Context: an optimization exercise on an open-source flow, tuned for small area, a short achievable clock period and few clock cycles per item. The choices shown serve that exercise and are no tape-out recipe. Function was not checked in any run shown here: the RTL went through the layout flow alone. Power figures rest on the tool's default switching activity, not on a simulated workload.

==> flow/design.v, too long to show whole: its modules and the start of the top module <==
// module layer_rom: 26 lines
// module input_buffer: 20 lines
// module mac_lane: 2859 lines
// module mvm_control: 80 lines
// module mvm_layer: 74 lines
module mvm_layer (
   input  logic  clk,
   input  logic  reset,
   input  logic  s_valid,
   output logic  s_ready,
   input  logic signed [16-1:0] data_in,
   output logic  m_valid,
   input  logic  m_ready,
   output logic signed [16-1:0] data_out
);
  // ...
==> flow/flow/run.sh <==
#!/bin/bash
# Layout flow: the standard synthesis, then a polarity pass on the full
# adders of the synthesized netlist (flow/polfix.py: a full adder is
# self-dual, so complementing its inputs complements its outputs; choosing
# each adder's polarity removes most inverters between adders), checked
# against the synthesized netlist on random vectors (flow/neteq.py), then the
# standard flow from floorplan to the final layout.
set -euo pipefail
R=orfs/results/${FLOW_PLATFORM}/mvm_layer/base

bash standard.sh synth > synth.log 2>&1

cp $R/1_2_yosys.v $R/1_2_yosys_std.v
python3 flow/polfix.py $R/1_2_yosys_std.v $R/1_2_yosys_pol.v > polfix.log 2>&1
python3 flow/neteq.py $R/1_2_yosys_std.v $R/1_2_yosys_pol.v 40 > neteq.log 2>&1
cp $R/1_2_yosys_pol.v $R/1_2_yosys.v
rm -f $R/1_synth.odb $R/1_synth.sdc

bash standard.sh > layout.log 2>&1
==> flow/flow/neteq.py <==
#!/usr/bin/env python3
"""Random-vector comparison of two gate netlists with the same registers:
register outputs and primary inputs are driven with random words, register
inputs and primary outputs are compared.  usage: neteq.py A.v B.v [rounds]"""
import re, sys, random

LIB = '/OpenROAD-flow-scripts/flow/platforms/sky130hd/lib/sky130_fd_sc_hd__tt_025C_1v80.lib'
lib = open(LIB).read()
funcs = {}
seq = set()
for m in re.finditer(r'cell \("?(\w+)"?\)\s*\{', lib):
    name = m.group(1)
    start = m.end()
    # find the end of this cell (next 'cell (' )
    nxt = lib.find('\n    cell (', start)
    body = lib[start:nxt if nxt > 0 else len(lib)]
    if re.search(r'\bff\s*\(|\blatch\s*\(', body):
        seq.add(name)
    f = {}
    for pm in re.finditer(r'pin \("?(\w+)"?\)\s*\{(.*?)\n\s{8}\}', body, re.S):
        fm = re.search(r'function\s*:\s*"([^"]*)"', pm.group(2))
        if fm:
            f[pm.group(1)] = fm.group(1)
    funcs[name] = f

W = 64
MASK = (1 << W) - 1


def pyexpr(e):
    e = e.replace('!', ' ~').replace('*', ' & ').replace('+', ' | ')
    # implicit AND by juxtaposition (e.g. "A B") is not used in this library
    return e


def parse(path):
    src = open(path).read()
    cells = []
    for m in re.finditer(r'(sky130_fd_sc_hd__\w+)\s+(\S+)\s*\((.*?)\);', src, re.S):
        typ, name, pins = m.groups()
        pl = {p: n.strip() for p, n in re.findall(r'\.(\w+)\((.*?)\)\s*(?:,|$)', pins.strip(), re.S)}
        cells.append((typ, name, pl))
    assigns = re.findall(r'assign\s+(.*?)\s*=\s*(.*?);', src)
    ins = []
    for hi, lo, nm in re.findall(r'^\s*input\s+(?:\[(\d+):(\d+)\]\s+)?(\S+);', src, re.M):
        ins += [f'{nm}[{i}]' for i in range(int(lo), int(hi) + 1)] if hi else [nm]
    outs = []
    for hi, lo, nm in re.findall(r'^\s*output\s+(?:\[(\d+):(\d+)\]\s+)?(\S+);', src, re.M):
        outs += [f'{nm}[{i}]' for i in range(int(lo), int(hi) + 1)] if hi else [nm]
    return cells, assigns, ins, outs


def norm(n):
    n = n.strip()
    m = re.match(r'^(\\?\S+?)\s*\[(\d+)\]$', n)
    if m and not n.startswith('\\') or (m and ' ' in n):
        return f'{m.group(1).strip()}[{m.group(2)}]'
    return n


def evaluate(net, vals):
    cells, assigns, ins, outs = net
    drv = {}
    for typ, name, pl in cells:
        c = typ.replace('sky130_fd_sc_hd__', '')
        if typ in seq_full:
            continue
        for p, n in pl.items():
            if p in funcs[typ]:
                drv[norm(n)] = (typ, pl, p)
    for l, r in assigns:
        drv[norm(l)] = ('assign', r, None)
    memo = dict(vals)
    sys.setrecursionlimit(100000)

    def get(n):
        n = norm(n)
        if n in memo:
            return memo[n]
        if re.match(r"^1'h?b?0$|^1'b0$|^1'h0$", n):
            return 0
        if re.match(r"^1'h?b?1$|^1'b1$|^1'h1$", n):
            return MASK
        if n not in drv:
            raise KeyError(n)
        typ, pl, p = drv[n]
        if typ == 'assign':
            v = get(pl)
        else:
            f = funcs[typ][p]
            env = {}
            for pin in set(re.findall(r'[A-Za-z_]\w*', f)):
                env[pin] = get(pl[pin])
            v = eval(pyexpr(f), {}, env) & MASK
        memo[n] = v
        return v
    return get


seq_full = set(seq)


def regs(net):
    cells = net[0]
    r = {}
    for typ, name, pl in cells:
        if typ in seq_full:
            r[name] = (typ, pl)
    return r


A = parse(sys.argv[1])
B = parse(sys.argv[2])
rounds = int(sys.argv[3]) if len(sys.argv) > 3 else 20
ra, rb = regs(A), regs(B)
assert set(ra) == set(rb), 'register sets differ'
assert all(ra[k][0] == rb[k][0] for k in ra), 'register types differ'
rng = random.Random(1)
bad = 0
for r in range(rounds):
    vals_a, vals_b = {}, {}
    for i in A[2]:
        v = rng.getrandbits(W)
        vals_a[norm(i)] = v
        vals_b[norm(i)] = v
    for k, (typ, pl) in ra.items():
        v = rng.getrandbits(W)
        for p in ('Q',):
            if p in pl:
                vals_a[norm(pl[p])] = v
        if 'Q_N' in pl:
            vals_a[norm(pl['Q_N'])] = ~v & MASK
        plb = rb[k][1]
        if 'Q' in plb:
            vals_b[norm(plb['Q'])] = v
        if 'Q_N' in plb:
            vals_b[norm(plb['Q_N'])] = ~v & MASK
    ga, gb = evaluate(A, vals_a), evaluate(B, vals_b)
    for k, (typ, pl) in ra.items():
        for p, n in pl.items():
            if p in ('Q', 'Q_N', 'CLK'):
                continue
            if ga(n) != gb(rb[k][1][p]):
                bad += 1
                if bad < 10:
                    print('mismatch', k, p)
    for o in A[3]:
        if ga(o) != gb(o):
            bad += 1
            if bad < 10:
                print('mismatch out', o)
print('rounds', rounds, 'vectors', rounds * W, 'mismatches', bad)
sys.exit(1 if bad else 0)
==> flow/flow/polfix.py <==
#!/usr/bin/env python3
"""Remove inverters around full-adder cells by choosing each full adder's
polarity.  A full adder is self-dual: complementing its three inputs
complements both outputs.  Reads a Yosys-written gate netlist, writes one
with the same registers and the same function.

usage: polfix.py IN.v OUT.v
"""
import re, sys, random
from collections import defaultdict

src = open(sys.argv[1]).read()
m = re.search(r'^module\s.*?;\n', src, re.M | re.S)
head_end = m.end()
endm = src.rindex('endmodule')
body = src[head_end:endm]

# split body into statements
stmts = re.findall(r'\s*(.*?;)\n', body, re.S)
cell_re = re.compile(r'(sky130_fd_sc_hd__\w+)\s+(\S+)\s*\((.*)\)\s*;', re.S)
pin_re = re.compile(r'\.(\w+)\((.*?)\)\s*(?:,|$)', re.S)

OUTS = {'X', 'Y', 'Q', 'Q_N', 'SUM', 'COUT', 'HI', 'LO'}
INV = {'sky130_fd_sc_hd__inv_1'}
FA = {'sky130_fd_sc_hd__fa_1'}
XORS = {'sky130_fd_sc_hd__xor2_1': 0, 'sky130_fd_sc_hd__xnor2_1': 1}

decls, cells, others = [], [], []
for s in stmts:
    s = s.strip()
    c = cell_re.match(s)
    if c:
        typ, name, pins = c.groups()
        pl = [(p, n.strip()) for p, n in pin_re.findall(pins.strip())]
        cells.append([typ, name, pl])
    elif s.startswith(('wire', 'input', 'output', 'reg')):
        decls.append(s)
    else:
        others.append(s)
if others:
    # assigns etc: nets they read are fixed loads
    pass

driver = {}
loads = defaultdict(list)
for ci, (typ, name, pl) in enumerate(cells):
    for p, n in pl:
        if p in OUTS:
            driver[n] = (ci, p)
        else:
            loads[n].append((ci, p))
# nets read by assigns / ports are fixed loads
fixed_nets = set()
for s in others:
    for tok in re.findall(r'\\\S+ |[A-Za-z_][\w$]*(?:\s*\[\d+\])?', s):
        fixed_nets.add(tok.strip())
portdecl = re.findall(r'^\s*output\s+(?:\[(\d+):(\d+)\]\s+)?(\S+);', src[:endm], re.M)
for hi, lo, nm in portdecl:
    if hi:
        for i in range(int(lo), int(hi) + 1):
            fixed_nets.add(f'{nm}[{i}]')
    else:
        fixed_nets.add(nm)


def is_inv(ci):
    return cells[ci][0] in INV


def inv_in(ci):
    return dict(cells[ci][2])['A']


def base(n):
    """(base net, polarity) through chains of inverters"""
    pol = 0
    seen = 0
    while n in driver and is_inv(driver[n][0]):
        n = inv_in(driver[n][0])
        pol ^= 1
        seen += 1
        assert seen < 100
    return n, pol


fa_ids = [ci for ci, c in enumerate(cells) if c[0] in FA or c[0] in XORS]
fa_index = {ci: i for i, ci in enumerate(fa_ids)}

# load requirements: list of (base, pol, fa_or_None)
# every non-inverter load pin
reqs = defaultdict(list)   # base -> list of (pol, fa index or -1)
pin_base = {}
for ci, (typ, name, pl) in enumerate(cells):
    if typ in INV:
        continue
    for p, n in pl:
        if p in OUTS:
            continue
        if n.startswith(("1'", "0'")) or re.match(r"^\d+'", n):
            continue
        b, pol = base(n)
        pin_base[(ci, p)] = (b, pol)
        if typ in XORS:
            reqs[b]   # any polarity will do
            continue
        reqs[b].append((pol, fa_index.get(ci, -1)))
# inverter outputs that reach fixed nets (ports / assigns)
for n in fixed_nets:
    if n in driver:
        b, pol = base(n)
        if pol or b != n:
            reqs[b].append((pol, -2))

# physical polarity of a base net: flip of its driving FA, else 0
def drv_fa(b):
    if b in driver:
        ci = driver[b][0]
        if ci in fa_index:
            return fa_index[ci]
    return -1


frozen = set()
for n in fixed_nets:
    if n in driver and driver[n][0] in fa_index:
        frozen.add(fa_index[driver[n][0]])
bases = list(reqs.keys())
bdrv = {b: drv_fa(b) for b in bases}
flip = [0] * len(fa_ids)


def cost_of(b):
    d = bdrv[b]
    ph = flip[d] if d >= 0 else 0
    need = set()
    for pol, f in reqs[b]:
        r = pol ^ (flip[f] if f >= 0 else 0)
        need.add(r)
    return 1 if (ph ^ 1) in need else 0


# bases touched by each FA
touch = defaultdict(set)
for b in bases:
    if bdrv[b] >= 0:
        touch[bdrv[b]].add(b)
    for pol, f in reqs[b]:
        if f >= 0:
            touch[f].add(b)

total = sum(cost_of(b) for b in bases)
start = total
improved = True
rounds = 0
while improved and rounds < 50:
    improved = False
    rounds += 1
    order = list(range(len(fa_ids)))
    random.Random(rounds).shuffle(order)
    for f in order:
        if f in frozen:
            continue
        before = sum(cost_of(b) for b in touch[f])
        flip[f] ^= 1
        after = sum(cost_of(b) for b in touch[f])
        if after < before:
            total += after - before
            improved = True
        else:
            flip[f] ^= 1
# also try pairs: flip a FA and its neighbours greedily (simple annealing)
rng = random.Random(7)
T = 1.0
for it in range(200000):
    f = rng.randrange(len(fa_ids))
    if f in frozen:
        continue
    before = sum(cost_of(b) for b in touch[f])
    flip[f] ^= 1
    after = sum(cost_of(b) for b in touch[f])
    d = after - before
    if d <= 0 or rng.random() < pow(2.718, -d / T):
        total += d
    else:
        flip[f] ^= 1
    T = max(0.02, T * 0.99997)
# final greedy
improved = True
while improved:
    improved = False
    for f in range(len(fa_ids)):
        if f in frozen:
            continue
        before = sum(cost_of(b) for b in touch[f])
        flip[f] ^= 1
        after = sum(cost_of(b) for b in touch[f])
        if after < before:
            total += after - before
            improved = True
        else:
            flip[f] ^= 1

n_inv_old = sum(1 for c in cells if c[0] in INV)
sys.stderr.write(f'inverters before {n_inv_old}, needed before opt {start}, after {total}, '
                 f'flipped {sum(flip)} of {len(fa_ids)}\n')

# ------------------------------------------------------------- rewrite
inv_names = [c[1] for c in cells if c[0] in INV]
new_inv = {}       # base -> inverted net name
new_cells = []
new_wires = []
cnt = [0]


def phys(b):
    d = bdrv.get(b, drv_fa(b))
    return flip[d] if d >= 0 else 0


def net_for(b, want):
    """net carrying value (b ^ want) where b is the logical base value"""
    if phys(b) == want:
        return b
    if b not in new_inv:
        nm = f'_polinv{cnt[0]}_'
        cnt[0] += 1
        new_inv[b] = nm
        new_wires.append(nm)
        iname = inv_names.pop() if inv_names else f'_polinvc{cnt[0]}_'
        new_cells.append(['sky130_fd_sc_hd__inv_1', iname, [('A', b), ('Y', nm)]])
    return new_inv[b]


out_cells = []
for ci, (typ, name, pl) in enumerate(cells):
    if typ in INV:
        continue
    f = fa_index.get(ci, -1)
    fl = flip[f] if f >= 0 else 0
    npl = []
    if typ in XORS:
        t = XORS[typ] ^ fl
        for p, n in pl:
            if p in OUTS or (ci, p) not in pin_base:
                npl.append((p, n))
                continue
            b, pol = pin_base[(ci, p)]
            t ^= pol ^ phys(b)
            npl.append((p, b))
        typ = 'sky130_fd_sc_hd__xnor2_1' if t else 'sky130_fd_sc_hd__xor2_1'
        npl = [(('Y' if t else 'X') if p in ('X', 'Y') else p, n) for p, n in npl]
        out_cells.append([typ, name, npl])
        continue
    for p, n in pl:
        if p in OUTS or (ci, p) not in pin_base:
            npl.append((p, n))
            continue
        b, pol = pin_base[(ci, p)]
        npl.append((p, net_for(b, pol ^ fl)))
    out_cells.append([typ, name, npl])
# fixed nets driven (originally) by inverters must still carry their value
for n in sorted(fixed_nets):
    if n in driver and is_inv(driver[n][0]):
        b, pol = base(n)
        ph = phys(b)
        # drive n from b (pol^ph == 1 -> inverter, else buffer)
        iname = inv_names.pop() if inv_names else f'_polinvd{cnt[0]}_'
        cnt[0] += 1
        if pol ^ ph:
            new_cells.append(['sky130_fd_sc_hd__inv_1', iname, [('A', b), ('Y', n)]])
        else:
            new_cells.append(['sky130_fd_sc_hd__buf_1', iname, [('A', b), ('X', n)]])
# any FA-output base net with flip whose original name is a fixed net: unsupported
for n in fixed_nets:
    if n in driver and driver[n][0] in fa_index and flip[fa_index[driver[n][0]]] and n in reqs:
        raise SystemExit('flipped FA drives a port net: ' + n)

def esc(n):
    return n + ' ' if n.startswith('\\') and ' ' not in n else n


out = [src[:head_end]]
for d in decls:
    out.append('  ' + d + '\n')
for w in new_wires:
    out.append(f'  wire {w};\n')
for s in others:
    out.append('  ' + s + '\n')
for typ, name, pl in out_cells + new_cells:
    out.append(f'  {typ} {name} (\n')
    out.append(',\n'.join(f'    .{p}({esc(n)})' for p, n in pl))
    out.append('\n  );\n')
out.append('endmodule\n')
open(sys.argv[2], 'w').write(''.join(out))
sys.stderr.write(f'inverters now {sum(1 for c in out_cells + new_cells if c[0] in INV)}\n')
==> flow/standard.sh <==
#!/bin/bash
# synth_recipe.tcl (not shown) runs the flow's synth.tcl, then flattens the netlist and writes it again
# the make line also repeats each setting of config.mk as NAME=value (left out here)
make -C /OpenROAD-flow-scripts/flow DESIGN_CONFIG=/design/flow/config.mk WORK_HOME=/design/flow/orfs CLKGATE_MAP_FILE= SYNTH_SCRIPT=/design/flow/synth_recipe.tcl "${@:-finish}"
==> flow/config.mk <==
export PLATFORM = sky130hd
export DESIGN_NAME = mvm_layer
export DESIGN_NICKNAME = mvm_layer
export VERILOG_FILES = /design/flow/design.v
export SDC_FILE = /design/flow/constraint.sdc
export NUM_CORES = 4
export LEC_CHECK = 0
export CAP_MARGIN = 20
export CORE_MARGIN = 2
export CORE_UTILIZATION = 40
export PLACE_DENSITY = 0.6
export SETUP_SLACK_MARGIN = 4.3
export SLEW_MARGIN = 20
==> flow/constraint.sdc <==
create_clock -name core_clock -period 7.0 [get_ports {clk}]
set_input_delay 1.4000 -clock core_clock [delete_from_list [all_inputs] [get_ports {clk}]]
set_output_delay 1.4000 -clock core_clock [all_outputs]
set_load 0.01 [all_outputs]
==> flow_summary.yaml, run 1 <==
outcome:
  status: "finished clean"
detailed_routing:
  drt-initial-drc-count: 2764
  detail_route.wirelength_um: 114000
finish:
  multi_input_cells: 1785
  fin_util: 0.481
  nets: 3177
  seqCellArea_um2: 15900
  largest_register_ffs: 128
power_and_ir_drop:
  powerDensity_nw_per_um2: 239
  combPwrFrac: 0.184
  p_total_w: 0.00977
  p_leak_nw: 14.7
  power_frac_clock: 0.387
  pg_seq_w: 0.00419
die:
  die_y_um: 297
timing:
  finalSetupTns_ps: 0
  setup_viol: 0
worst_setup_path:
  crit_chain: "fa_1, ha_4, and3_4, nand4_1, a211oi_4, nor3_2, nor3b_4, buf_6, buf_12, buf_16, nor2_1"
  critPathMaxStageDelay_ps: 520
  r2r_end: "queue[1][14]$_DFFE_PP_"
  worstSetupEndpointType: "flop"
synthesis:
  synth_warnings: 6
  syn_area_per_cell_um2: 12.7
place:
  port_buffers: 36
worst_hold_path:
  hold_path.startpoint: "u_lane.q3_s3_13_4$_DFF_P_"
clock_network:
  cts_tree: "done"
grt:
  grt_pass1_wl_um: 164000
==> module mvm_control, before the edit <==
module mvm_control (
   input  logic                   clk,
   input  logic                   reset,
   input  logic                   s_valid,
   input  logic                   m_ready,
   output logic                   s_ready,
   output logic                   x_wr,
   output logic                   x_load,
   output logic [4-1:0] row,         
   output logic                   out_valid,
   output logic                   take_buf,    
   output logic                   take_new,    
   output logic                   buf_wr,      
   output logic [1:0]             wp,
   output logic [1:0]             rp
);
   logic [3-1:0]  in_cnt;      
   logic                   act;         
   logic                   issue;       
   logic                   iv;          
   logic [1:0]             v_pipe;      
   logic                   res_v;       
   logic [2:0]             cnt;         
   logic [2:0]             bcnt;        
   logic                   free;        
   logic                   deliver;
   assign x_wr    = s_valid && s_ready;
   assign x_load  = x_wr && (in_cnt == 3'(8 - 1));
   assign issue   = (act || x_load) && ((cnt < 3'd4) || deliver);
   assign res_v   = v_pipe[1];
   assign deliver = out_valid && m_ready;
   logic                   act_n;
   logic [3-1:0]  in_cnt_n;
   assign in_cnt_n = x_wr ? in_cnt + 1'b1 : in_cnt;    
   assign act_n    = x_load || (act && !(issue && row == 4'(16 - 1)));
   always_ff @(posedge clk) begin
      if (reset) begin
         in_cnt  <= '0;
         act     <= 1'b0;
         row     <= '0;
         iv      <= 1'b0;
         v_pipe  <= '0;
         cnt     <= '0;
         s_ready <= 1'b1;    
      end else begin
         in_cnt <= in_cnt_n;
         act    <= act_n;
         if (issue) begin
            row <= row + 1'b1;    
         end
         iv     <= issue;
            v_pipe <= {v_pipe[0:0], iv};
         cnt    <= cnt + 3'(issue) - 3'(deliver);
         s_ready <= (in_cnt_n != 3'(8 - 1)) || !act_n;
      end
   end
   assign free     = !out_valid || m_ready;
   assign take_buf = free && (bcnt != '0);
   assign take_new = free && (bcnt == '0) && res_v;
   assign buf_wr   = res_v && !take_new;
   always_ff @(posedge clk) begin
      if (reset) begin
         out_valid <= 1'b0;
         bcnt      <= '0;
         wp        <= '0;
         rp        <= '0;
      end else begin
         if (free) begin
            out_valid <= (bcnt != '0) || res_v;
         end
         bcnt <= bcnt + 3'(buf_wr) - 3'(take_buf);
         if (buf_wr) begin
            wp <= (wp == 2'd2) ? '0 : wp + 1'b1;
         end
         if (take_buf) begin
            rp <= (rp == 2'd2) ? '0 : rp + 1'b1;
         end
      end
   end
endmodule
==> module mvm_layer, before the edit <==
module mvm_layer (
   input  logic  clk,
   input  logic  reset,
   input  logic  s_valid,
   output logic  s_ready,
   input  logic signed [16-1:0] data_in,
   output logic  m_valid,
   input  logic  m_ready,
   output logic signed [16-1:0] data_out
);
   logic                   x_wr;
   logic                   x_load;
   logic [4-1:0] row;
   logic                   take_buf;
   logic                   take_new;
   logic                   buf_wr;
   logic [1:0]             wp;
   logic [1:0]             rp;
   logic [112-1:0]  rom_ctl;
   logic [112-1:0]  ctl;
   logic [8*16-1:0] x;
   logic [16-1:0] result;
   logic [16-2:0] queue [3];    
   logic [16-2:0] dout;
   mvm_control u_control (
      .clk       (clk),
      .reset     (reset),
      .s_valid   (s_valid),
      .m_ready   (m_ready),
      .s_ready   (s_ready),
      .x_wr      (x_wr),
      .x_load    (x_load),
      .row       (row),
      .out_valid (m_valid),
      .take_buf  (take_buf),
      .take_new  (take_new),
      .buf_wr    (buf_wr),
      .wp        (wp),
      .rp        (rp)
   );
   input_buffer u_input_buffer (
      .clk     (clk),
      .x_wr    (x_wr),
      .x_load  (x_load),
      .data_in (data_in),
      .x       (x)
   );
   layer_rom u_layer_rom (
      .row (row),
      .ctl (rom_ctl)
   );
   always_ff @(posedge clk) begin
      ctl <= rom_ctl;
   end
   mac_lane u_lane (
      .clk    (clk),
      .ctl    (ctl),
      .x      (x),
      .result (result)
   );
   always_ff @(posedge clk) begin
      if (take_buf) begin
         dout <= queue[rp];
      end else if (take_new) begin
         dout <= result[16-2:0];
      end
      for (int i = 0; i < 3; i++) begin
         if (buf_wr && wp == 2'(i)) begin
            queue[i] <= result[16-2:0];
         end
      end
   end
   assign data_out = {1'b0, dout};    
endmodule
==> run 2: changes to the inputs <==
--- a/flow/design.v
+++ b/flow/design.v
@@ -2678,16 +2678,146 @@
    assign c6_11_0 = (c5_10_0 & c5_10_1) | (c5_10_0 & s5_11_0) | (c5_10_1 & s5_11_0);
    assign s6_12_0 = c5_11_0 ^ c5_11_1 ^ s5_12_0;
    assign c6_12_0 = (c5_11_0 & c5_11_1) | (c5_11_0 & s5_12_0) | (c5_11_1 & s5_12_0);
    assign s6_13_0 = c5_12_0 ^ c5_12_1 ^ s5_13_0;
    assign c6_13_0 = (c5_12_0 & c5_12_1) | (c5_12_0 & s5_13_0) | (c5_12_1 & s5_13_0);
    assign s6_14_0 = c5_13_0 ^ c5_13_1 ^ s5_14_0;
    assign c6_14_0 = (c5_13_0 & c5_13_1) | (c5_13_0 & s5_14_0) | (c5_13_1 & s5_14_0);
    assign s6_15_0 = c5_14_0 ^ c5_14_1 ^ s5_15_0;
+   logic q6_s6_0_0;
+   logic q6_q3_pp_6_0_0;
+   logic q6_q3_pp_7_0_0;
+   logic q6_q3_c_cst_0;
+   logic q6_c6_0_0;
+   logic q6_s6_1_0;
+   logic q6_q3_pp_7_0_1;
+   logic q6_q3_c_cst_1;
+   logic q6_c6_1_0;
+   logic q6_s6_2_0;
+   logic q6_s5_2_1;
+   logic q6_q3_c_cst_2;
+   logic q6_c6_2_0;
+   logic q6_s6_3_0;
+   logic q6_s5_3_1;
+   logic q6_q3_c_cst_3;
+   logic q6_c6_3_0;
+   logic q6_s6_4_0;
+   logic q6_s5_4_1;
+   logic q6_q3_c_cst_4;
+   logic q6_c6_4_0;
+   logic q6_s6_5_0;
+   logic q6_s5_5_1;
+   logic q6_q3_s3_5_4;
+   logic q6_c6_5_0;
+   logic q6_s6_6_0;
+   logic q6_s5_6_1;
+   logic q6_q3_s3_6_4;
+   logic q6_c6_6_0;
+   logic q6_s6_7_0;
+   logic q6_s5_7_1;
+   logic q6_q3_s3_7_4;
+   logic q6_c6_7_0;
+   logic q6_s6_8_0;
+   logic q6_s5_8_1;
+   logic q6_q3_s3_8_4;
+   logic q6_c6_8_0;
+   logic q6_s6_9_0;
+   logic q6_s5_9_1;
+   logic q6_q3_s3_9_4;
+   logic q6_c6_9_0;
+   logic q6_s6_10_0;
+   logic q6_s5_10_1;
+   logic q6_q3_s3_10_4;
+   logic q6_c6_10_0;
+   logic q6_s6_11_0;
+   logic q6_s5_11_1;
+   logic q6_q3_s3_11_4;
+   logic q6_c6_11_0;
+   logic q6_s6_12_0;
+   logic q6_s5_12_1;
+   logic q6_q3_s3_12_4;
+   logic q6_c6_12_0;
+   logic q6_s6_13_0;
+   logic q6_s5_13_1;
+   logic q6_q3_s3_13_4;
+   logic q6_c6_13_0;
+   logic q6_s6_14_0;
+   logic q6_s5_14_1;
+   logic q6_q3_s3_14_4;
+   logic q6_c6_14_0;
+   logic q6_s6_15_0;
+   logic q6_s5_15_1;
+   logic q6_q3_s3_15_4;
+   always_ff @(posedge clk) begin
+      q6_s6_0_0 <= s6_0_0;
+      q6_q3_pp_6_0_0 <= q3_pp_6_0_0;
+      q6_q3_pp_7_0_0 <= q3_pp_7_0_0;
+      q6_q3_c_cst_0 <= q3_c_cst_0;
+      q6_c6_0_0 <= c6_0_0;
+      q6_s6_1_0 <= s6_1_0;
+      q6_q3_pp_7_0_1 <= q3_pp_7_0_1;
+      q6_q3_c_cst_1 <= q3_c_cst_1;
+      q6_c6_1_0 <= c6_1_0;
+      q6_s6_2_0 <= s6_2_0;
+      q6_s5_2_1 <= s5_2_1;
+      q6_q3_c_cst_2 <= q3_c_cst_2;
+      q6_c6_2_0 <= c6_2_0;
+      q6_s6_3_0 <= s6_3_0;
+      q6_s5_3_1 <= s5_3_1;
+      q6_q3_c_cst_3 <= q3_c_cst_3;
+      q6_c6_3_0 <= c6_3_0;
+      q6_s6_4_0 <= s6_4_0;
+      q6_s5_4_1 <= s5_4_1;
+      q6_q3_c_cst_4 <= q3_c_cst_4;
+      q6_c6_4_0 <= c6_4_0;
+      q6_s6_5_0 <= s6_5_0;
+      q6_s5_5_1 <= s5_5_1;
+      q6_q3_s3_5_4 <= q3_s3_5_4;
+      q6_c6_5_0 <= c6_5_0;
+      q6_s6_6_0 <= s6_6_0;
+      q6_s5_6_1 <= s5_6_1;
+      q6_q3_s3_6_4 <= q3_s3_6_4;
+      q6_c6_6_0 <= c6_6_0;
+      q6_s6_7_0 <= s6_7_0;
+      q6_s5_7_1 <= s5_7_1;
+      q6_q3_s3_7_4 <= q3_s3_7_4;
+      q6_c6_7_0 <= c6_7_0;
+      q6_s6_8_0 <= s6_8_0;
+      q6_s5_8_1 <= s5_8_1;
+      q6_q3_s3_8_4 <= q3_s3_8_4;
+      q6_c6_8_0 <= c6_8_0;
+      q6_s6_9_0 <= s6_9_0;
+      q6_s5_9_1 <= s5_9_1;
+      q6_q3_s3_9_4 <= q3_s3_9_4;
+      q6_c6_9_0 <= c6_9_0;
+      q6_s6_10_0 <= s6_10_0;
+      q6_s5_10_1 <= s5_10_1;
+      q6_q3_s3_10_4 <= q3_s3_10_4;
+      q6_c6_10_0 <= c6_10_0;
+      q6_s6_11_0 <= s6_11_0;
+      q6_s5_11_1 <= s5_11_1;
+      q6_q3_s3_11_4 <= q3_s3_11_4;
+      q6_c6_11_0 <= c6_11_0;
+      q6_s6_12_0 <= s6_12_0;
+      q6_s5_12_1 <= s5_12_1;
+      q6_q3_s3_12_4 <= q3_s3_12_4;
+      q6_c6_12_0 <= c6_12_0;
+      q6_s6_13_0 <= s6_13_0;
+      q6_s5_13_1 <= s5_13_1;
+      q6_q3_s3_13_4 <= q3_s3_13_4;
+      q6_c6_13_0 <= c6_13_0;
+      q6_s6_14_0 <= s6_14_0;
+      q6_s5_14_1 <= s5_14_1;
+      q6_q3_s3_14_4 <= q3_s3_14_4;
+      q6_c6_14_0 <= c6_14_0;
+      q6_s6_15_0 <= s6_15_0;
+      q6_s5_15_1 <= s5_15_1;
+      q6_q3_s3_15_4 <= q3_s3_15_4;
+   end
    logic s7_0_0;
    logic c7_0_0;
    logic s7_1_0;
    logic c7_1_0;
    logic s7_2_0;
    logic c7_2_0;
    logic s7_3_0;
    logic c7_3_0;
@@ -2709,145 +2839,47 @@
    logic c7_11_0;
    logic s7_12_0;
    logic c7_12_0;
    logic s7_13_0;
    logic c7_13_0;
    logic s7_14_0;
    logic c7_14_0;
    logic s7_15_0;
-   assign s7_0_0 = s6_0_0 ^ q3_pp_6_0_0;
-   assign c7_0_0 = s6_0_0 & q3_pp_6_0_0;
-   assign s7_1_0 = c6_0_0 ^ s6_1_0 ^ q3_pp_7_0_1;
-   assign c7_1_0 = (c6_0_0 & s6_1_0) | (c6_0_0 & q3_pp_7_0_1) | (s6_1_0 & q3_pp_7_0_1);
-   assign s7_2_0 = c6_1_0 ^ s6_2_0 ^ s5_2_1;
-   assign c7_2_0 = (c6_1_0 & s6_2_0) | (c6_1_0 & s5_2_1) | (s6_2_0 & s5_2_1);
-   assign s7_3_0 = c6_2_0 ^ s6_3_0 ^ s5_3_1;
-   assign c7_3_0 = (c6_2_0 & s6_3_0) | (c6_2_0 & s5_3_1) | (s6_3_0 & s5_3_1);
-   assign s7_4_0 = c6_3_0 ^ s6_4_0 ^ s5_4_1;
-   assign c7_4_0 = (c6_3_0 & s6_4_0) | (c6_3_0 & s5_4_1) | (s6_4_0 & s5_4_1);
-   assign s7_5_0 = c6_4_0 ^ s6_5_0 ^ s5_5_1;
-   assign c7_5_0 = (c6_4_0 & s6_5_0) | (c6_4_0 & s5_5_1) | (s6_5_0 & s5_5_1);
-   assign s7_6_0 = c6_5_0 ^ s6_6_0 ^ s5_6_1;
-   assign c7_6_0 = (c6_5_0 & s6_6_0) | (c6_5_0 & s5_6_1) | (s6_6_0 & s5_6_1);
-   assign s7_7_0 = c6_6_0 ^ s6_7_0 ^ s5_7_1;
-   assign c7_7_0 = (c6_6_0 & s6_7_0) | (c6_6_0 & s5_7_1) | (s6_7_0 & s5_7_1);
-   assign s7_8_0 = c6_7_0 ^ s6_8_0 ^ s5_8_1;
-   assign c7_8_0 = (c6_7_0 & s6_8_0) | (c6_7_0 & s5_8_1) | (s6_8_0 & s5_8_1);
-   assign s7_9_0 = c6_8_0 ^ s6_9_0 ^ s5_9_1;
-   assign c7_9_0 = (c6_8_0 & s6_9_0) | (c6_8_0 & s5_9_1) | (s6_9_0 & s5_9_1);
-   assign s7_10_0 = c6_9_0 ^ s6_10_0 ^ s5_10_1;
-   assign c7_10_0 = (c6_9_0 & s6_10_0) | (c6_9_0 & s5_10_1) | (s6_10_0 & s5_10_1);
-   assign s7_11_0 = c6_10_0 ^ s6_11_0 ^ s5_11_1;
-   assign c7_11_0 = (c6_10_0 & s6_11_0) | (c6_10_0 & s5_11_1) | (s6_11_0 & s5_11_1);
-   assign s7_12_0 = c6_11_0 ^ s6_12_0 ^ s5_12_1;
-   assign c7_12_0 = (c6_11_0 & s6_12_0) | (c6_11_0 & s5_12_1) | (s6_12_0 & s5_12_1);
-   assign s7_13_0 = c6_12_0 ^ s6_13_0 ^ s5_13_1;
-   assign c7_13_0 = (c6_12_0 & s6_13_0) | (c6_12_0 & s5_13_1) | (s6_13_0 & s5_13_1);
-   assign s7_14_0 = c6_13_0 ^ s6_14_0 ^ s5_14_1;
-   assign c7_14_0 = (c6_13_0 & s6_14_0) | (c6_13_0 & s5_14_1) | (s6_14_0 & s5_14_1);
-   assign s7_15_0 = c6_14_0 ^ s6_15_0 ^ s5_15_1;
-   logic q7_s7_0_0;
-   logic q7_q3_pp_7_0_0;
-   logic q7_q3_c_cst_0;
-   logic q7_c7_0_0;
-   logic q7_s7_1_0;
-   logic q7_q3_c_cst_1;
-   logic q7_c7_1_0;
-   logic q7_s7_2_0;
-   logic q7_q3_c_cst_2;
-   logic q7_c7_2_0;
-   logic q7_s7_3_0;
-   logic q7_q3_c_cst_3;
-   logic q7_c7_3_0;
-   logic q7_s7_4_0;
-   logic q7_q3_c_cst_4;
-   logic q7_c7_4_0;
-   logic q7_s7_5_0;
-   logic q7_q3_s3_5_4;
-   logic q7_c7_5_0;
-   logic q7_s7_6_0;
-   logic q7_q3_s3_6_4;
-   logic q7_c7_6_0;
-   logic q7_s7_7_0;
-   logic q7_q3_s3_7_4;
-   logic q7_c7_7_0;
-   logic q7_s7_8_0;
-   logic q7_q3_s3_8_4;
-   logic q7_c7_8_0;
-   logic q7_s7_9_0;
-   logic q7_q3_s3_9_4;
-   logic q7_c7_9_0;
-   logic q7_s7_10_0;
-   logic q7_q3_s3_10_4;
-   logic q7_c7_10_0;
-   logic q7_s7_11_0;
-   logic q7_q3_s3_11_4;
-   logic q7_c7_11_0;
-   logic q7_s7_12_0;
-   logic q7_q3_s3_12_4;
-   logic q7_c7_12_0;
-   logic q7_s7_13_0;
-   logic q7_q3_s3_13_4;
-   logic q7_c7_13_0;
-   logic q7_s7_14_0;
-   logic q7_q3_s3_14_4;
-   logic q7_c7_14_0;
-   logic q7_s7_15_0;
-   logic q7_q3_s3_15_4;
-   always_ff @(posedge clk) begin
-      q7_s7_0_0 <= s7_0_0;
-      q7_q3_pp_7_0_0 <= q3_pp_7_0_0;
-      q7_q3_c_cst_0 <= q3_c_cst_0;
-      q7_c7_0_0 <= c7_0_0;
-      q7_s7_1_0 <= s7_1_0;
-      q7_q3_c_cst_1 <= q3_c_cst_1;
-      q7_c7_1_0 <= c7_1_0;
-      q7_s7_2_0 <= s7_2_0;
-      q7_q3_c_cst_2 <= q3_c_cst_2;
-      q7_c7_2_0 <= c7_2_0;
-      q7_s7_3_0 <= s7_3_0;
-      q7_q3_c_cst_3 <= q3_c_cst_3;
-      q7_c7_3_0 <= c7_3_0;
-      q7_s7_4_0 <= s7_4_0;
-      q7_q3_c_cst_4 <= q3_c_cst_4;
-      q7_c7_4_0 <= c7_4_0;
-      q7_s7_5_0 <= s7_5_0;
-      q7_q3_s3_5_4 <= q3_s3_5_4;
-      q7_c7_5_0 <= c7_5_0;
-      q7_s7_6_0 <= s7_6_0;
-      q7_q3_s3_6_4 <= q3_s3_6_4;
-      q7_c7_6_0 <= c7_6_0;
-      q7_s7_7_0 <= s7_7_0;
-      q7_q3_s3_7_4 <= q3_s3_7_4;
-      q7_c7_7_0 <= c7_7_0;
-      q7_s7_8_0 <= s7_8_0;
-      q7_q3_s3_8_4 <= q3_s3_8_4;
-      q7_c7_8_0 <= c7_8_0;
-      q7_s7_9_0 <= s7_9_0;
-      q7_q3_s3_9_4 <= q3_s3_9_4;
-      q7_c7_9_0 <= c7_9_0;
-      q7_s7_10_0 <= s7_10_0;
-      q7_q3_s3_10_4 <= q3_s3_10_4;
-      q7_c7_10_0 <= c7_10_0;
-      q7_s7_11_0 <= s7_11_0;
-      q7_q3_s3_11_4 <= q3_s3_11_4;
-      q7_c7_11_0 <= c7_11_0;
-      q7_s7_12_0 <= s7_12_0;
-      q7_q3_s3_12_4 <= q3_s3_12_4;
-      q7_c7_12_0 <= c7_12_0;
-      q7_s7_13_0 <= s7_13_0;
-      q7_q3_s3_13_4 <= q3_s3_13_4;
-      q7_c7_13_0 <= c7_13_0;
-      q7_s7_14_0 <= s7_14_0;
-      q7_q3_s3_14_4 <= q3_s3_14_4;
-      q7_c7_14_0 <= c7_14_0;
-      q7_s7_15_0 <= s7_15_0;
-      q7_q3_s3_15_4 <= q3_s3_15_4;
-   end
+   assign s7_0_0 = q6_s6_0_0 ^ q6_q3_pp_6_0_0;
+   assign c7_0_0 = q6_s6_0_0 & q6_q3_pp_6_0_0;
+   assign s7_1_0 = q6_c6_0_0 ^ q6_s6_1_0 ^ q6_q3_pp_7_0_1;
+   assign c7_1_0 = (q6_c6_0_0 & q6_s6_1_0) | (q6_c6_0_0 & q6_q3_pp_7_0_1) | (q6_s6_1_0 & q6_q3_pp_7_0_1);
+   assign s7_2_0 = q6_c6_1_0 ^ q6_s6_2_0 ^ q6_s5_2_1;
+   assign c7_2_0 = (q6_c6_1_0 & q6_s6_2_0) | (q6_c6_1_0 & q6_s5_2_1) | (q6_s6_2_0 & q6_s5_2_1);
+   assign s7_3_0 = q6_c6_2_0 ^ q6_s6_3_0 ^ q6_s5_3_1;
+   assign c7_3_0 = (q6_c6_2_0 & q6_s6_3_0) | (q6_c6_2_0 & q6_s5_3_1) | (q6_s6_3_0 & q6_s5_3_1);
+   assign s7_4_0 = q6_c6_3_0 ^ q6_s6_4_0 ^ q6_s5_4_1;
+   assign c7_4_0 = (q6_c6_3_0 & q6_s6_4_0) | (q6_c6_3_0 & q6_s5_4_1) | (q6_s6_4_0 & q6_s5_4_1);
+   assign s7_5_0 = q6_c6_4_0 ^ q6_s6_5_0 ^ q6_s5_5_1;
+   assign c7_5_0 = (q6_c6_4_0 & q6_s6_5_0) | (q6_c6_4_0 & q6_s5_5_1) | (q6_s6_5_0 & q6_s5_5_1);
+   assign s7_6_0 = q6_c6_5_0 ^ q6_s6_6_0 ^ q6_s5_6_1;
+   assign c7_6_0 = (q6_c6_5_0 & q6_s6_6_0) | (q6_c6_5_0 & q6_s5_6_1) | (q6_s6_6_0 & q6_s5_6_1);
+   assign s7_7_0 = q6_c6_6_0 ^ q6_s6_7_0 ^ q6_s5_7_1;
+   assign c7_7_0 = (q6_c6_6_0 & q6_s6_7_0) | (q6_c6_6_0 & q6_s5_7_1) | (q6_s6_7_0 & q6_s5_7_1);
+   assign s7_8_0 = q6_c6_7_0 ^ q6_s6_8_0 ^ q6_s5_8_1;
+   assign c7_8_0 = (q6_c6_7_0 & q6_s6_8_0) | (q6_c6_7_0 & q6_s5_8_1) | (q6_s6_8_0 & q6_s5_8_1);
+   assign s7_9_0 = q6_c6_8_0 ^ q6_s6_9_0 ^ q6_s5_9_1;
+   assign c7_9_0 = (q6_c6_8_0 & q6_s6_9_0) | (q6_c6_8_0 & q6_s5_9_1) | (q6_s6_9_0 & q6_s5_9_1);
+   assign s7_10_0 = q6_c6_9_0 ^ q6_s6_10_0 ^ q6_s5_10_1;
+   assign c7_10_0 = (q6_c6_9_0 & q6_s6_10_0) | (q6_c6_9_0 & q6_s5_10_1) | (q6_s6_10_0 & q6_s5_10_1);
+   assign s7_11_0 = q6_c6_10_0 ^ q6_s6_11_0 ^ q6_s5_11_1;
+   assign c7_11_0 = (q6_c6_10_0 & q6_s6_11_0) | (q6_c6_10_0 & q6_s5_11_1) | (q6_s6_11_0 & q6_s5_11_1);
+   assign s7_12_0 = q6_c6_11_0 ^ q6_s6_12_0 ^ q6_s5_12_1;
+   assign c7_12_0 = (q6_c6_11_0 & q6_s6_12_0) | (q6_c6_11_0 & q6_s5_12_1) | (q6_s6_12_0 & q6_s5_12_1);
+   assign s7_13_0 = q6_c6_12_0 ^ q6_s6_13_0 ^ q6_s5_13_1;
+   assign c7_13_0 = (q6_c6_12_0 & q6_s6_13_0) | (q6_c6_12_0 & q6_s5_13_1) | (q6_s6_13_0 & q6_s5_13_1);
+   assign s7_14_0 = q6_c6_13_0 ^ q6_s6_14_0 ^ q6_s5_14_1;
+   assign c7_14_0 = (q6_c6_13_0 & q6_s6_14_0) | (q6_c6_13_0 & q6_s5_14_1) | (q6_s6_14_0 & q6_s5_14_1);
+   assign s7_15_0 = q6_c6_14_0 ^ q6_s6_15_0 ^ q6_s5_15_1;
    logic s8_0_0;
    logic c8_0_0;
    logic s8_1_0;
    logic c8_1_0;
    logic s8_2_0;
    logic c8_2_0;
    logic s8_3_0;
    logic c8_3_0;
@@ -2869,50 +2901,116 @@
    logic c8_11_0;
    logic s8_12_0;
    logic c8_12_0;
    logic s8_13_0;
    logic c8_13_0;
    logic s8_14_0;
    logic c8_14_0;
    logic s8_15_0;
-   assign s8_0_0 = q7_s7_0_0 ^ q7_q3_pp_7_0_0;
-   assign c8_0_0 = q7_s7_0_0 & q7_q3_pp_7_0_0;
-   assign s8_1_0 = q7_c7_0_0 ^ q7_s7_1_0 ^ q7_q3_c_cst_1;
-   assign c8_1_0 = (q7_c7_0_0 & q7_s7_1_0) | (q7_c7_0_0 & q7_q3_c_cst_1) | (q7_s7_1_0 & q7_q3_c_cst_1);
-   assign s8_2_0 = q7_c7_1_0 ^ q7_s7_2_0 ^ q7_q3_c_cst_2;
-   assign c8_2_0 = (q7_c7_1_0 & q7_s7_2_0) | (q7_c7_1_0 & q7_q3_c_cst_2) | (q7_s7_2_0 & q7_q3_c_cst_2);
-   assign s8_3_0 = q7_c7_2_0 ^ q7_s7_3_0 ^ q7_q3_c_cst_3;
-   assign c8_3_0 = (q7_c7_2_0 & q7_s7_3_0) | (q7_c7_2_0 & q7_q3_c_cst_3) | (q7_s7_3_0 & q7_q3_c_cst_3);
-   assign s8_4_0 = q7_c7_3_0 ^ q7_s7_4_0 ^ q7_q3_c_cst_4;
-   assign c8_4_0 = (q7_c7_3_0 & q7_s7_4_0) | (q7_c7_3_0 & q7_q3_c_cst_4) | (q7_s7_4_0 & q7_q3_c_cst_4);
-   assign s8_5_0 = q7_c7_4_0 ^ q7_s7_5_0 ^ q7_q3_s3_5_4;
-   assign c8_5_0 = (q7_c7_4_0 & q7_s7_5_0) | (q7_c7_4_0 & q7_q3_s3_5_4) | (q7_s7_5_0 & q7_q3_s3_5_4);
-   assign s8_6_0 = q7_c7_5_0 ^ q7_s7_6_0 ^ q7_q3_s3_6_4;
-   assign c8_6_0 = (q7_c7_5_0 & q7_s7_6_0) | (q7_c7_5_0 & q7_q3_s3_6_4) | (q7_s7_6_0 & q7_q3_s3_6_4);
-   assign s8_7_0 = q7_c7_6_0 ^ q7_s7_7_0 ^ q7_q3_s3_7_4;
-   assign c8_7_0 = (q7_c7_6_0 & q7_s7_7_0) | (q7_c7_6_0 & q7_q3_s3_7_4) | (q7_s7_7_0 & q7_q3_s3_7_4);
-   assign s8_8_0 = q7_c7_7_0 ^ q7_s7_8_0 ^ q7_q3_s3_8_4;
-   assign c8_8_0 = (q7_c7_7_0 & q7_s7_8_0) | (q7_c7_7_0 & q7_q3_s3_8_4) | (q7_s7_8_0 & q7_q3_s3_8_4);
-   assign s8_9_0 = q7_c7_8_0 ^ q7_s7_9_0 ^ q7_q3_s3_9_4;
-   assign c8_9_0 = (q7_c7_8_0 & q7_s7_9_0) | (q7_c7_8_0 & q7_q3_s3_9_4) | (q7_s7_9_0 & q7_q3_s3_9_4);
-   assign s8_10_0 = q7_c7_9_0 ^ q7_s7_10_0 ^ q7_q3_s3_10_4;
-   assign c8_10_0 = (q7_c7_9_0 & q7_s7_10_0) | (q7_c7_9_0 & q7_q3_s3_10_4) | (q7_s7_10_0 & q7_q3_s3_10_4);
-   assign s8_11_0 = q7_c7_10_0 ^ q7_s7_11_0 ^ q7_q3_s3_11_4;
-   assign c8_11_0 = (q7_c7_10_0 & q7_s7_11_0) | (q7_c7_10_0 & q7_q3_s3_11_4) | (q7_s7_11_0 & q7_q3_s3_11_4);
-   assign s8_12_0 = q7_c7_11_0 ^ q7_s7_12_0 ^ q7_q3_s3_12_4;
-   assign c8_12_0 = (q7_c7_11_0 & q7_s7_12_0) | (q7_c7_11_0 & q7_q3_s3_12_4) | (q7_s7_12_0 & q7_q3_s3_12_4);
-   assign s8_13_0 = q7_c7_12_0 ^ q7_s7_13_0 ^ q7_q3_s3_13_4;
-   assign c8_13_0 = (q7_c7_12_0 & q7_s7_13_0) | (q7_c7_12_0 & q7_q3_s3_13_4) | (q7_s7_13_0 & q7_q3_s3_13_4);
-   assign s8_14_0 = q7_c7_13_0 ^ q7_s7_14_0 ^ q7_q3_s3_14_4;
-   assign c8_14_0 = (q7_c7_13_0 & q7_s7_14_0) | (q7_c7_13_0 & q7_q3_s3_14_4) | (q7_s7_14_0 & q7_q3_s3_14_4);
-   assign s8_15_0 = q7_c7_14_0 ^ q7_s7_15_0 ^ q7_q3_s3_15_4;
+   assign s8_0_0 = s7_0_0 ^ q6_q3_pp_7_0_0;
+   assign c8_0_0 = s7_0_0 & q6_q3_pp_7_0_0;
+   assign s8_1_0 = c7_0_0 ^ s7_1_0 ^ q6_q3_c_cst_1;
+   assign c8_1_0 = (c7_0_0 & s7_1_0) | (c7_0_0 & q6_q3_c_cst_1) | (s7_1_0 & q6_q3_c_cst_1);
+   assign s8_2_0 = c7_1_0 ^ s7_2_0 ^ q6_q3_c_cst_2;
+   assign c8_2_0 = (c7_1_0 & s7_2_0) | (c7_1_0 & q6_q3_c_cst_2) | (s7_2_0 & q6_q3_c_cst_2);
+   assign s8_3_0 = c7_2_0 ^ s7_3_0 ^ q6_q3_c_cst_3;
+   assign c8_3_0 = (c7_2_0 & s7_3_0) | (c7_2_0 & q6_q3_c_cst_3) | (s7_3_0 & q6_q3_c_cst_3);
+   assign s8_4_0 = c7_3_0 ^ s7_4_0 ^ q6_q3_c_cst_4;
+   assign c8_4_0 = (c7_3_0 & s7_4_0) | (c7_3_0 & q6_q3_c_cst_4) | (s7_4_0 & q6_q3_c_cst_4);
+   assign s8_5_0 = c7_4_0 ^ s7_5_0 ^ q6_q3_s3_5_4;
+   assign c8_5_0 = (c7_4_0 & s7_5_0) | (c7_4_0 & q6_q3_s3_5_4) | (s7_5_0 & q6_q3_s3_5_4);
+   assign s8_6_0 = c7_5_0 ^ s7_6_0 ^ q6_q3_s3_6_4;
+   assign c8_6_0 = (c7_5_0 & s7_6_0) | (c7_5_0 & q6_q3_s3_6_4) | (s7_6_0 & q6_q3_s3_6_4);
+   assign s8_7_0 = c7_6_0 ^ s7_7_0 ^ q6_q3_s3_7_4;
+   assign c8_7_0 = (c7_6_0 & s7_7_0) | (c7_6_0 & q6_q3_s3_7_4) | (s7_7_0 & q6_q3_s3_7_4);
+   assign s8_8_0 = c7_7_0 ^ s7_8_0 ^ q6_q3_s3_8_4;
+   assign c8_8_0 = (c7_7_0 & s7_8_0) | (c7_7_0 & q6_q3_s3_8_4) | (s7_8_0 & q6_q3_s3_8_4);
+   assign s8_9_0 = c7_8_0 ^ s7_9_0 ^ q6_q3_s3_9_4;
+   assign c8_9_0 = (c7_8_0 & s7_9_0) | (c7_8_0 & q6_q3_s3_9_4) | (s7_9_0 & q6_q3_s3_9_4);
+   assign s8_10_0 = c7_9_0 ^ s7_10_0 ^ q6_q3_s3_10_4;
+   assign c8_10_0 = (c7_9_0 & s7_10_0) | (c7_9_0 & q6_q3_s3_10_4) | (s7_10_0 & q6_q3_s3_10_4);
+   assign s8_11_0 = c7_10_0 ^ s7_11_0 ^ q6_q3_s3_11_4;
+   assign c8_11_0 = (c7_10_0 & s7_11_0) | (c7_10_0 & q6_q3_s3_11_4) | (s7_11_0 & q6_q3_s3_11_4);
+   assign s8_12_0 = c7_11_0 ^ s7_12_0 ^ q6_q3_s3_12_4;
+   assign c8_12_0 = (c7_11_0 & s7_12_0) | (c7_11_0 & q6_q3_s3_12_4) | (s7_12_0 & q6_q3_s3_12_4);
+   assign s8_13_0 = c7_12_0 ^ s7_13_0 ^ q6_q3_s3_13_4;
+   assign c8_13_0 = (c7_12_0 & s7_13_0) | (c7_12_0 & q6_q3_s3_13_4) | (s7_13_0 & q6_q3_s3_13_4);
+   assign s8_14_0 = c7_13_0 ^ s7_14_0 ^ q6_q3_s3_14_4;
+   assign c8_14_0 = (c7_13_0 & s7_14_0) | (c7_13_0 & q6_q3_s3_14_4) | (s7_14_0 & q6_q3_s3_14_4);
+   assign s8_15_0 = c7_14_0 ^ s7_15_0 ^ q6_q3_s3_15_4;
+   logic q8_s8_0_0;
+   logic q8_q6_q3_c_cst_0;
+   logic q8_c8_0_0;
+   logic q8_s8_1_0;
+   logic q8_c8_1_0;
+   logic q8_s8_2_0;
+   logic q8_c8_2_0;
+   logic q8_s8_3_0;
+   logic q8_c8_3_0;
+   logic q8_s8_4_0;
+   logic q8_c8_4_0;
+   logic q8_s8_5_0;
+   logic q8_c8_5_0;
+   logic q8_s8_6_0;
+   logic q8_c8_6_0;
+   logic q8_s8_7_0;
+   logic q8_c8_7_0;
+   logic q8_s8_8_0;
+   logic q8_c8_8_0;
+   logic q8_s8_9_0;
+   logic q8_c8_9_0;
+   logic q8_s8_10_0;
+   logic q8_c8_10_0;
+   logic q8_s8_11_0;
+   logic q8_c8_11_0;
+   logic q8_s8_12_0;
+   logic q8_c8_12_0;
+   logic q8_s8_13_0;
+   logic q8_c8_13_0;
+   logic q8_s8_14_0;
+   logic q8_c8_14_0;
+   logic q8_s8_15_0;
+   always_ff @(posedge clk) begin
+      q8_s8_0_0 <= s8_0_0;
+      q8_q6_q3_c_cst_0 <= q6_q3_c_cst_0;
+      q8_c8_0_0 <= c8_0_0;
+      q8_s8_1_0 <= s8_1_0;
+      q8_c8_1_0 <= c8_1_0;
+      q8_s8_2_0 <= s8_2_0;
+      q8_c8_2_0 <= c8_2_0;
+      q8_s8_3_0 <= s8_3_0;
+      q8_c8_3_0 <= c8_3_0;
+      q8_s8_4_0 <= s8_4_0;
+      q8_c8_4_0 <= c8_4_0;
+      q8_s8_5_0 <= s8_5_0;
+      q8_c8_5_0 <= c8_5_0;
+      q8_s8_6_0 <= s8_6_0;
+      q8_c8_6_0 <= c8_6_0;
+      q8_s8_7_0 <= s8_7_0;
+      q8_c8_7_0 <= c8_7_0;
+      q8_s8_8_0 <= s8_8_0;
+      q8_c8_8_0 <= c8_8_0;
+      q8_s8_9_0 <= s8_9_0;
+      q8_c8_9_0 <= c8_9_0;
+      q8_s8_10_0 <= s8_10_0;
+      q8_c8_10_0 <= c8_10_0;
+      q8_s8_11_0 <= s8_11_0;
+      q8_c8_11_0 <= c8_11_0;
+      q8_s8_12_0 <= s8_12_0;
+      q8_c8_12_0 <= c8_12_0;
+      q8_s8_13_0 <= s8_13_0;
+      q8_c8_13_0 <= c8_13_0;
+      q8_s8_14_0 <= s8_14_0;
+      q8_c8_14_0 <= c8_14_0;
+      q8_s8_15_0 <= s8_15_0;
+   end
    logic [15:0] ra, rb, sum;
-   assign ra = {c8_14_0, c8_13_0, c8_12_0, c8_11_0, c8_10_0, c8_9_0, c8_8_0, c8_7_0, c8_6_0, c8_5_0, c8_4_0, c8_3_0, c8_2_0, c8_1_0, c8_0_0, s8_0_0};
-   assign rb = {s8_15_0, s8_14_0, s8_13_0, s8_12_0, s8_11_0, s8_10_0, s8_9_0, s8_8_0, s8_7_0, s8_6_0, s8_5_0, s8_4_0, s8_3_0, s8_2_0, s8_1_0, q7_q3_c_cst_0};
+   assign ra = {q8_c8_14_0, q8_c8_13_0, q8_c8_12_0, q8_c8_11_0, q8_c8_10_0, q8_c8_9_0, q8_c8_8_0, q8_c8_7_0, q8_c8_6_0, q8_c8_5_0, q8_c8_4_0, q8_c8_3_0, q8_c8_2_0, q8_c8_1_0, q8_c8_0_0, q8_s8_0_0};
+   assign rb = {q8_s8_15_0, q8_s8_14_0, q8_s8_13_0, q8_s8_12_0, q8_s8_11_0, q8_s8_10_0, q8_s8_9_0, q8_s8_8_0, q8_s8_7_0, q8_s8_6_0, q8_s8_5_0, q8_s8_4_0, q8_s8_3_0, q8_s8_2_0, q8_s8_1_0, q8_q6_q3_c_cst_0};
    assign sum = ra + rb;
    assign result = sum[15] ? '0 : sum;
 endmodule
 `default_nettype wire
 `timescale 1ns/1ns
 `default_nettype none
 module mvm_control (
    input  logic                   clk,
@@ -2929,26 +3027,26 @@
    output logic                   buf_wr,      
    output logic [1:0]             wp,
    output logic [1:0]             rp
 );
    logic [3-1:0]  in_cnt;      
    logic                   act;         
    logic                   issue;       
    logic                   iv;          
-   logic [1:0]             v_pipe;      
+   logic [2:0]             v_pipe;      
    logic                   res_v;       
    logic [2:0]             cnt;         
    logic [2:0]             bcnt;        
    logic                   free;        
    logic                   deliver;
    assign x_wr    = s_valid && s_ready;
    assign x_load  = x_wr && (in_cnt == 3'(8 - 1));
-   assign issue   = (act || x_load) && ((cnt < 3'd4) || deliver);
-   assign res_v   = v_pipe[1];
+   assign issue   = (act || x_load) && ((cnt < 3'd5) || deliver);
+   assign res_v   = v_pipe[2];
    assign deliver = out_valid && m_ready;
    logic                   act_n;
    logic [3-1:0]  in_cnt_n;
    assign in_cnt_n = x_wr ? in_cnt + 1'b1 : in_cnt;    
    assign act_n    = x_load || (act && !(issue && row == 4'(16 - 1)));
    always_ff @(posedge clk) begin
       if (reset) begin
          in_cnt  <= '0;
@@ -2960,17 +3058,17 @@
          s_ready <= 1'b1;    
       end else begin
          in_cnt <= in_cnt_n;
          act    <= act_n;
          if (issue) begin
             row <= row + 1'b1;    
          end
          iv     <= issue;
-            v_pipe <= {v_pipe[0:0], iv};
+            v_pipe <= {v_pipe[1:0], iv};
          cnt    <= cnt + 3'(issue) - 3'(deliver);
          s_ready <= (in_cnt_n != 3'(8 - 1)) || !act_n;
       end
    end
    assign free     = !out_valid || m_ready;
    assign take_buf = free && (bcnt != '0);
    assign take_new = free && (bcnt == '0) && res_v;
    assign buf_wr   = res_v && !take_new;
@@ -2981,20 +3079,20 @@
          wp        <= '0;
          rp        <= '0;
       end else begin
          if (free) begin
             out_valid <= (bcnt != '0) || res_v;
          end
          bcnt <= bcnt + 3'(buf_wr) - 3'(take_buf);
          if (buf_wr) begin
-            wp <= (wp == 2'd2) ? '0 : wp + 1'b1;
+            wp <= (wp == 2'd3) ? '0 : wp + 1'b1;
          end
          if (take_buf) begin
-            rp <= (rp == 2'd2) ? '0 : rp + 1'b1;
+            rp <= (rp == 2'd3) ? '0 : rp + 1'b1;
          end
       end
    end
 endmodule
 `default_nettype wire
 `timescale 1ns/1ns
 `default_nettype none
 module mvm_layer (
@@ -3014,17 +3112,17 @@
    logic                   take_new;
    logic                   buf_wr;
    logic [1:0]             wp;
    logic [1:0]             rp;
    logic [112-1:0]  rom_ctl;
    logic [112-1:0]  ctl;
    logic [8*16-1:0] x;
    logic [16-1:0] result;
-   logic [16-2:0] queue [3];    
+   logic [16-2:0] queue [4];    
    logic [16-2:0] dout;
    mvm_control u_control (
       .clk       (clk),
       .reset     (reset),
       .s_valid   (s_valid),
       .m_ready   (m_ready),
       .s_ready   (s_ready),
       .x_wr      (x_wr),
@@ -3058,17 +3156,17 @@
       .result (result)
    );
    always_ff @(posedge clk) begin
       if (take_buf) begin
          dout <= queue[rp];
       end else if (take_new) begin
          dout <= result[16-2:0];
       end
-      for (int i = 0; i < 3; i++) begin
+      for (int i = 0; i < 4; i++) begin
          if (buf_wr && wp == 2'(i)) begin
             queue[i] <= result[16-2:0];
          end
       end
    end
    assign data_out = {1'b0, dout};    
 endmodule
 `default_nettype wire
==> flow/config.mk (replaced) <==
export PLATFORM = sky130hd
export DESIGN_NAME = mvm_layer
export DESIGN_NICKNAME = mvm_layer
export VERILOG_FILES = /design/flow/design.v
export SDC_FILE = /design/flow/constraint.sdc
export NUM_CORES = 4
export LEC_CHECK = 0
export CAP_MARGIN = 20
export CORE_MARGIN = 2
export CORE_UTILIZATION = 40
export PLACE_DENSITY = 0.6
export SETUP_SLACK_MARGIN = 4.5
export SLEW_MARGIN = 20
==> flow_summary.yaml, run 2 <==
outcome:
  status: "finished clean"
die:
  core_um2: 88600
  ioPinCount: 38
  die_area_um2: 92200
  start_util: 0.405
  fp.dieW_um: 304
  die_y_um: 304
  rows: 109
synthesis:
  syn_nets: 3209
  synth_warnings: 6
  syn_area_per_cell_um2: 12.9
  synthesis.area_um2: 35900
  syn_inst: 2783
finish:
  fin_util: 0.484
  final_common_cell: "xnor2_1"
  area_delta_synth_final_pct: 19.4
  layout_common_cells: "xnor2_1 (388), edfxtp_1 (315), dfxtp_1 (297)"
  multi_input_area_um2: 19400
  num-fill-cells: 7631
  seqCellArea_um2: 17400
  nets: 3256
  largest_register_ffs: 128
  regMostFlops: "u_input_buffer.x"
  drive_gt1_frac: 0.277
  reg_top3: "u_input_buffer.x: 128 flops, u_input_buffer.sh: 112 flops, ctl: 106 flops"
timing:
  holdWs_ps: 325
  setup_viol: 0
  finalSetupTns_ps: 0
  rsz0062_at_grt: "true"
  fin_crit_ps: 2850
  slew_headroom: 0.295
  fin_crit_sh: 0.407
  hold_viol: 0
  maxSlewViolCount: 0
  max_freq_ghz: 0.351
  finClkSkew_ps: 31.2
  worst_slack_ps: 4150
  worstMarginPinSlew_ps: 1060
grt:
  grt_pass1_vias: 23700
  grt_pass1_wl_um: 166000
  grt_util_all_layers: 0.250
  grt_max_degree: 129
  antenna_found_initial: 6
  grt-ovfl-total: 0
worst_setup_path:
  worstSetupEndpointType: "flop"
  critPathMaxFanout: 7
  cp_slowest_cell: "fa_2"
  path_class: "reg -> reg"
  critPathMaxStageDelay_ps: 590
  critPathLaunch: "u_input_buffer.x[73]$_DFFE_PP_"
  required_ps: 7500
  cp_top_family: "adder cells"
  crit_chain: "buf_4, a22oi_2, xnor2_2, fa_2, fa_2, fa_2"
  r2r-start: "u_input_buffer.x[73]$_DFFE_PP_"
  arrival_ps: 3350
  cp_num_buf_inv: 1
  crit_top_cell: "fa_2"
  worst_setup_path_start_kind: "flop"
clock_network:
  h-tree-depth: 3
  clockRootBuffer: "clkbuf_16"
  cts.sinks: 699
  cts.path.max_buffers: 3
  cts_hold_buf: 0
  numCtsBuffers: 77
  clk_pin_slew_worst_paths_ps: 60
  cts_tree: "done"
  insertion_delay_ps: 660
detailed_routing:
  viasPerCell: 5.73
  via_count: 23300
  drt-initial-drc-count: 2593
  routedWlPerCell_um: 28.4
  first_pass_iters: 8
  detail_route.wirelength_um: 115000
  postRouteAntennaNets: 0
  route.detailed.drc: 0
place:
  port_buffers: 36
  hpwlAfterDp_um: 85500
  post-place-ws_ps: 2940
  gp_congestion: 0.950
power_and_ir_drop:
  powerDensity_nw_per_um2: 245
  peakVddDrop_mv: 0.192
  p_leak_nw: 15.3
flow_run:
  cap_violations: 0
worst_hold_path:
  hold_path.startpoint: "u_lane.q3_c_cst_2$_DFF_P_"
  min_path_type: "reg -> reg"
run 2: final timing paths:
check	to	slack (ps)	cells after the start
min reg2reg	u_lane.q6_q3_c_cst_2$_DFF_P_	330	0
max reg2reg	u_lane.q3_s3_9_4$_DFF_P_	4150	6
max	u_lane.q3_s3_9_4$_DFF_P_	4150	6
min	u_lane.q6_q3_c_cst_2$_DFF_P_	330	0
run 2: worst register-to-register path: stages, from the launching register on:
cell	delay (ps)
edfxtp_1	570
buf_4	230
a22oi_2	170
xnor2_2	160
fa_2	520
fa_2	590
fa_2	460
run 2: power breakdown:
part           leakage (nW)  switching, W  internal [W]
sequential             6.15     0.0000859       0.00458
clock                  1.25       0.00175       0.00237
combinational          7.95      0.000981      0.000726
total                  15.3       0.00281       0.00769
run 2: layout make-up:
type / count / share of cell area
Multi-Input combinational cell: 1806 / 0.453
Sequential cell: 699 / 0.405
Clock inverter: 51 / 0.0131
Tap cell: 1165 / 0.0340
Clock buffer: 90 / 0.0466
Antenna cell: 2 / 0.000117
Timing Repair Buffer: 215 / 0.0449
Inverter: 31 / 0.00306
run 2: per-layer routing:
layer	track usage	part of all wire
met2	0.386	0.45
met3	0.0574	0.088
met1	0.337	0.40
met5	0	0.0014
met4	0.114	0.055
run 2: metrics by stage:
stage / instance area [µm²] / cells / total power, W
final: 42900 / 4059 / 0.0105
after global routing: 42900 / 4057 / 0.0109
after CTS: 41700 / 4001 / 0.0105
after detailed placement: 37000 / 3765 / 0.00601
after global placement: 37000 / 3765 / 0.00596
after floorplan: 36100 / 2783 / 0.00564
run 2: repair_timing:
| action | in CTS | in global routing |
|---|---|---|
| gates resized for setup | 496 | 159 |
| endpoints found under the hold margin | 0 | 0 |
| endpoints found under the setup margin | 489 | 251 |
| gates cloned | 4 | 0 |
| pin swaps | 138 | 154 |
| buffers inserted | 91 | 56 |

==> what the ideal ports hide <==
In the flow no input, the clock included, has a driving cell. The finished layouts below were timed again as built, in two steps.
Step 1 (the two cells are an assumption about what drives the block):
set clk [get_ports {clk}]
set_driving_cell -lib_cell sky130_fd_sc_hd__clkbuf_16 $clk
set_driving_cell -lib_cell sky130_fd_sc_hd__buf_2 [delete_from_list [all_inputs] $clk]
Step 2 also shifts input and output timing later by t, the mid clock arrival at the registers, as if the neighbouring blocks saw the same clock.
Slacks: no drivers / after step 1 / after step 2; pairs: no drivers / after step 1.
| run | t (ns) | slack for setup (ns) | worst data-port slew with drivers (ns) |
|---|---|---|---|
| run 1 | 0.706 | 4.008 / 4.008 / 3.694 | 0.04 |
| run 2 | 0.709 | 4.151 / 4.151 / 3.751 | 0.06 |
After both steps setup and hold are still met in every run listed. For run 2, which loses most, drivers alone change the setup slack by 0.000 ns; drivers and shift together by -0.400 ns.
